This is an optimization exercise on Yosys and OpenROAD, whose aim is small area, a short achievable clock period and few clock cycles per item, not a production implementation.
In this exercise RTL edits were held to simulation tests only and were not proved equivalent to the original.
Power figures rest on the tool's default switching activity, not on a simulated workload.

==> flow/design.v <==
module atomik_delta_accumulator_mc #(
   parameter int DATA_WIDTH    = 64,
   parameter int NUM_CHANNELS  = 4,
   parameter int HISTORY_DEPTH = 8
) (
   input  logic                    clk,
   input  logic                    rst,
   input  logic                    cmd_valid,
   output logic                    cmd_ready,
   input  logic [1:0]              cmd_op,
   input  logic [((NUM_CHANNELS > 1) ? $clog2(NUM_CHANNELS) : 1)-1:0] cmd_ch,
   input  logic [DATA_WIDTH-1:0]   cmd_data,
   output logic                    rsp_valid,
   output logic [((NUM_CHANNELS > 1) ? $clog2(NUM_CHANNELS) : 1)-1:0] rsp_ch,
   output logic [DATA_WIDTH-1:0]   rsp_data,
   output logic                    rsp_zero,
   output logic                    rsp_err,
   output logic [NUM_CHANNELS-1:0] acc_zero
);
   localparam int DW   = DATA_WIDTH;
   localparam int NC   = NUM_CHANNELS;
   localparam int HD   = HISTORY_DEPTH;
   localparam int NS   = HD + 1;                     
   localparam int CH_W = (NC > 1) ? $clog2(NC) : 1;
   localparam logic [1:0] OP_LOAD     = 2'd0;
   localparam logic [1:0] OP_ACCUM    = 2'd1;
   localparam logic [1:0] OP_READ     = 2'd2;
   localparam logic [1:0] OP_ROLLBACK = 2'd3;
   assign cmd_ready = ~rst;
   logic [NC-1:0]   w_hit;
   logic            w_v;
   logic            w_load, w_accum, w_rb;
   logic [DW-1:0]   w_d;
   assign w_v     = cmd_valid & ~rst;
   assign w_load  = (cmd_op == OP_LOAD);
   assign w_accum = (cmd_op == OP_ACCUM);
   assign w_rb    = (cmd_op == OP_ROLLBACK);
   assign w_d     = cmd_data;
   always_comb begin
      for (int c = 0; c < NC; c++) w_hit[c] = w_v & (int'(cmd_ch) == c);
   end
   logic [15:0] w_n_th;
   logic [15:0] w_n_oh;
   always_comb begin
      for (int m = 0; m < 16; m++) begin
         w_n_th[m] = (int'(w_d[3:0]) >= m);
         w_n_oh[m] = (int'(w_d[3:0]) == m);
      end
   end
   logic [DW-1:0] w_init [NC];
   logic [NC-1:0] w_zinit;
   logic [DW-1:0] w_acc  [NC];
   logic [NC-1:0] w_err;
   generate
      for (genvar c = 0; c < NC; c++) begin : g_ch
         logic [DW-1:0] r_init;
         logic          r_zinit;               
         logic [DW-1:0] r_slot [NS];
         logic [NS-1:0] r_ptr;                 
         logic [HD:1]   r_cnt;                 
         logic          r_bz;                  
         logic [NS-1:0] r_bptr;                
         logic          w_lt;                  
         logic [NS-1:0] w_ptr_n;               
         logic          w_pz;                  
         logic [DW-1:0] w_rd;
         logic [DW-1:0] w_wd;
         logic [NS-1:0] w_ptr_inc;
         logic          w_acc_hit, w_load_hit, w_rb_hit;
         logic [NS-1:0] w_ptr_rb;
         logic [HD:1]   w_cnt_rb;
         assign w_pz = ~|r_ptr;
         always_comb begin
            w_rd = '0;
            for (int j = 0; j < NS; j++) w_rd = w_rd | (r_slot[j] & {DW{r_ptr[j]}});
         end
         assign w_acc_hit  = w_hit[c] & w_accum;
         assign w_load_hit = w_hit[c] & w_load;
         assign w_rb_hit   = w_hit[c] & w_rb;
         assign w_wd      = w_rd ^ w_d;
         assign w_ptr_inc = {r_ptr[NS-2:0], r_ptr[NS-1] | w_pz};
         always_ff @(posedge clk) begin
            for (int j = 0; j < NS; j++) begin
               if (w_acc_hit && w_ptr_inc[j]) r_slot[j] <= w_wd;
            end
         end
         always_comb begin
            w_lt = 1'b0;
            for (int m = 0; m < HD; m++) w_lt = w_lt | (w_n_oh[m] & r_cnt[m+1]);
            for (int j = 0; j < NS; j++) begin
               w_ptr_n[j] = 1'b0;
               for (int m = 0; m < HD; m++) w_ptr_n[j] = w_ptr_n[j] | (r_ptr[(j + m) % NS] & w_n_oh[m]);
            end
            w_ptr_rb = w_lt ? w_ptr_n : (r_bz ? '0 : r_bptr);
            for (int m = 1; m <= HD; m++) begin
               w_cnt_rb[m] = 1'b0;
               for (int j = 0; j + m <= HD; j++) w_cnt_rb[m] = w_cnt_rb[m] | (w_n_oh[j] & r_cnt[m + j]);
            end
         end
         assign w_err[c]  = w_n_th[HD+1] | |(w_n_th[HD:1] & ~r_cnt);
         always_ff @(posedge clk) begin
            if (w_load_hit) r_init <= w_d;
         end
         always_ff @(posedge clk) begin
            if (rst) begin
               r_zinit <= 1'b1;
               r_ptr   <= '0;
               r_cnt   <= '0;
               r_bz    <= 1'b1;
            end else if (w_load_hit) begin
               r_zinit <= 1'b0;
               r_ptr   <= '0;
               r_cnt   <= '0;
               r_bz    <= 1'b1;
            end else if (w_acc_hit) begin
               r_ptr <= w_ptr_inc;
               r_cnt <= {r_cnt[HD-1:1], 1'b1};
               if (r_cnt[HD]) begin
                  r_bz   <= 1'b0;
                  r_bptr <= {w_ptr_inc[NS-2:0], w_ptr_inc[NS-1]};
               end
            end else if (w_rb_hit) begin
               r_ptr <= w_ptr_rb;
               r_cnt <= w_cnt_rb;
            end
         end
         assign w_init[c]  = r_init;
         assign w_zinit[c] = r_zinit;
         assign w_acc[c]   = w_rd;
      end
   endgenerate
   logic            r2_v;
   logic [NC-1:0]   r2_hit;
   logic [CH_W-1:0] r2_ch;
   logic            r2_err;
   always_ff @(posedge clk) begin
      r2_v   <= w_v;
      r2_hit <= w_hit;
      r2_ch  <= cmd_ch;
      r2_err <= w_rb & |(w_hit & w_err);
   end
   logic [DW-1:0]   w_sel_init;
   logic [DW-1:0]   w_sel_acc;
   always_comb begin
      w_sel_init = '0;
      w_sel_acc  = '0;
      for (int c = 0; c < NC; c++) begin
         w_sel_init = w_sel_init | (w_init[c] & {DW{r2_hit[c] & ~w_zinit[c]}});
         w_sel_acc  = w_sel_acc  | (w_acc[c] & {DW{r2_hit[c]}});
      end
   end
   logic            r3_v;
   logic [NC-1:0]   r3_hit;
   logic [CH_W-1:0] r3_ch;
   logic            r3_err;
   logic [DW-1:0]   r3_init;
   logic [DW-1:0]   r3_acc;
   always_ff @(posedge clk) begin
      r3_v    <= r2_v & ~rst;
      r3_hit  <= r2_hit;
      r3_ch   <= r2_ch;
      r3_err  <= r2_err;
      r3_init <= w_sel_init;
      r3_acc  <= w_sel_acc;
   end
   logic            r_rsp_valid;
   logic [CH_W-1:0] r_rsp_ch;
   logic [DW-1:0]   r_rsp_data;
   logic            r_rsp_zero;
   logic            r_rsp_err;
   logic [NC-1:0]   r_acc_zero;
   logic            w_r3_zero;
   assign w_r3_zero = (r3_acc == '0);
   always_ff @(posedge clk) begin
      r_rsp_valid <= r3_v & ~rst;
      r_rsp_ch    <= r3_ch;
      r_rsp_data  <= r3_init ^ r3_acc;
      r_rsp_zero  <= w_r3_zero;
      r_rsp_err   <= r3_err;
      for (int c = 0; c < NC; c++) begin
         if (rst)                    r_acc_zero[c] <= 1'b1;
         else if (r3_v && r3_hit[c]) r_acc_zero[c] <= w_r3_zero;
      end
   end
   assign rsp_valid = r_rsp_valid;
   assign rsp_ch    = r_rsp_ch;
   assign rsp_data  = r_rsp_data;
   assign rsp_zero  = r_rsp_zero;
   assign rsp_err   = r_rsp_err;
   assign acc_zero  = r_acc_zero;
endmodule
==> flow/config.mk <==
export PLATFORM = sky130hd
export DESIGN_NAME = atomik_delta_accumulator_mc
export DESIGN_NICKNAME = atomik_delta_accumulator_mc
export VERILOG_FILES = /design/flow/design.v
export SDC_FILE = /design/flow/constraint.sdc
export NUM_CORES = 4
export LEC_CHECK = 0
export CAP_MARGIN = 20
export CORE_MARGIN = 2
export CORE_UTILIZATION = 50
export CTS_CLUSTER_DIAMETER = 100
export CTS_CLUSTER_SIZE = 28
export SETUP_SLACK_MARGIN = 2.6
export SLEW_MARGIN = 20
==> flow/constraint.sdc <==
create_clock -name core_clock -period 5.0 [get_ports {clk}]
set_input_delay 1.0000 -clock core_clock [delete_from_list [all_inputs] [get_ports {clk}]]
set_output_delay 1.0000 -clock core_clock [all_outputs]
set_load 0.01 [all_outputs]
standard.sh (not shown) runs the stock make flow with config.mk's settings and CLKGATE_MAP_FILE= SYNTH_SCRIPT=/design/flow/synth_recipe.tcl, a recipe that flattens the netlist after the stock synthesis.
==> flow/flow/run.sh <==
#!/bin/bash
# Layout flow: the standard flow (standard.sh, unchanged), with the port buffers that
# global placement inserts on every input and output made sky130_fd_sc_hd__buf_4 instead of
# the buffer_ports default choice (a clkdlybuf4s delay cell). ORFS's full output goes to
# standard.log in this folder.
set -euo pipefail
bash standard.sh "BUFFER_PORTS_ARGS=-buffer_cell sky130_fd_sc_hd__buf_4" finish > standard.log 2>&1
The first run passed the timing, design-rule and antenna checks.
Testbench counts at the start, summed over its fixed seeds: cycles 4,824, commands 4,800.
Edit:
--- a/flow/design.v
+++ b/flow/design.v
@@ -58,16 +58,16 @@
          logic [DW-1:0] r_slot [NS];
          logic [NS-1:0] r_ptr;                 
          logic [HD:1]   r_cnt;                 
          logic          r_bz;                  
-         logic [NS-1:0] r_bptr;                
-         logic          w_lt;                  
-         logic [NS-1:0] w_ptr_n;               
          logic          w_pz;                  
          logic [DW-1:0] w_rd;
          logic [DW-1:0] w_wd;
          logic [NS-1:0] w_ptr_inc;
          logic          w_acc_hit, w_load_hit, w_rb_hit;
+         logic [HD:1]   w_k_th;
+         logic [HD:0]   w_k_oh;
+         logic          w_to_base;
          logic [NS-1:0] w_ptr_rb;
          logic [HD:1]   w_cnt_rb;
          assign w_pz = ~|r_ptr;
          always_comb begin
@@ -84,20 +84,22 @@
                if (w_acc_hit && w_ptr_inc[j]) r_slot[j] <= w_wd;
             end
          end
          always_comb begin
-            w_lt = 1'b0;
-            for (int m = 0; m < HD; m++) w_lt = w_lt | (w_n_oh[m] & r_cnt[m+1]);
+            for (int m = 1; m <= HD; m++) w_k_th[m] = w_n_th[m] & r_cnt[m];
+            w_k_oh[0] = ~w_k_th[1];
+            for (int m = 1; m < HD; m++) w_k_oh[m] = w_k_th[m] & ~w_k_th[m+1];
+            w_k_oh[HD] = w_k_th[HD];
             for (int j = 0; j < NS; j++) begin
-               w_ptr_n[j] = 1'b0;
-               for (int m = 0; m < HD; m++) w_ptr_n[j] = w_ptr_n[j] | (r_ptr[(j + m) % NS] & w_n_oh[m]);
+               w_ptr_rb[j] = 1'b0;
+               for (int m = 0; m <= HD; m++) w_ptr_rb[j] = w_ptr_rb[j] | (r_ptr[(j + m) % NS] & w_k_oh[m]);
             end
-            w_ptr_rb = w_lt ? w_ptr_n : (r_bz ? '0 : r_bptr);
             for (int m = 1; m <= HD; m++) begin
                w_cnt_rb[m] = 1'b0;
                for (int j = 0; j + m <= HD; j++) w_cnt_rb[m] = w_cnt_rb[m] | (w_n_oh[j] & r_cnt[m + j]);
             end
          end
+         assign w_to_base = r_bz & ~w_cnt_rb[1];
          assign w_err[c]  = w_n_th[HD+1] | |(w_n_th[HD:1] & ~r_cnt);
          always_ff @(posedge clk) begin
             if (w_load_hit) r_init <= w_d;
          end
@@ -114,14 +116,11 @@
                r_bz    <= 1'b1;
             end else if (w_acc_hit) begin
                r_ptr <= w_ptr_inc;
                r_cnt <= {r_cnt[HD-1:1], 1'b1};
-               if (r_cnt[HD]) begin
-                  r_bz   <= 1'b0;
-                  r_bptr <= {w_ptr_inc[NS-2:0], w_ptr_inc[NS-1]};
-               end
+               if (r_cnt[HD]) r_bz <= 1'b0;
             end else if (w_rb_hit) begin
-               r_ptr <= w_ptr_rb;
+               r_ptr <= w_to_base ? '0 : w_ptr_rb;
                r_cnt <= w_cnt_rb;
             end
          end
          assign w_init[c]  = r_init;
After rerunning: The new run passed the timing, design-rule and antenna checks. Combinational power grows by a quarter to a third. Power is about the same. Routed wire length shrinks by a few percent. Final area is about the same. Non-clock buffer count shrinks by 3. Final cell count grows slightly. Clock skew shrinks by 0.018 ns.
Testbench counts after the change, summed over its fixed seeds: cycles 4,824, commands 4,800.

-- static timing again, ports no longer ideal --
No port has a modelled driver above. Below, the same layouts with a new extraction and two added sets of constraints.
Step 1: set_driving_cell puts a clkbuf_16 on clk and a buf_2 on each other input, an assumption about the parent block.
Step 2 adds t to the input delays and takes it off the output delays; t is the mean of the earliest and latest rising clock arrival at the registers after step 1. Input paths then give back, and output paths get back, about the clock's delay inside the block.
Three values: ideal ports, drivers, drivers and shift; two values: the first two.
| run | t, ns | setup slack, ns | slew at the worst register clock pin (ns) |
|---|---|---|---|
| the first run | 0.920 | 2.460 / 2.429 / 1.509 | 0.12 / 0.12 |
| the second run | 0.907 | 2.558 / 2.533 / 1.625 | 0.11 / 0.11 |
After both steps setup and hold are still met in every run listed. The setup slack of the first run, which loses most, moves by -0.031 ns with the drivers and by -0.951 ns with both steps.
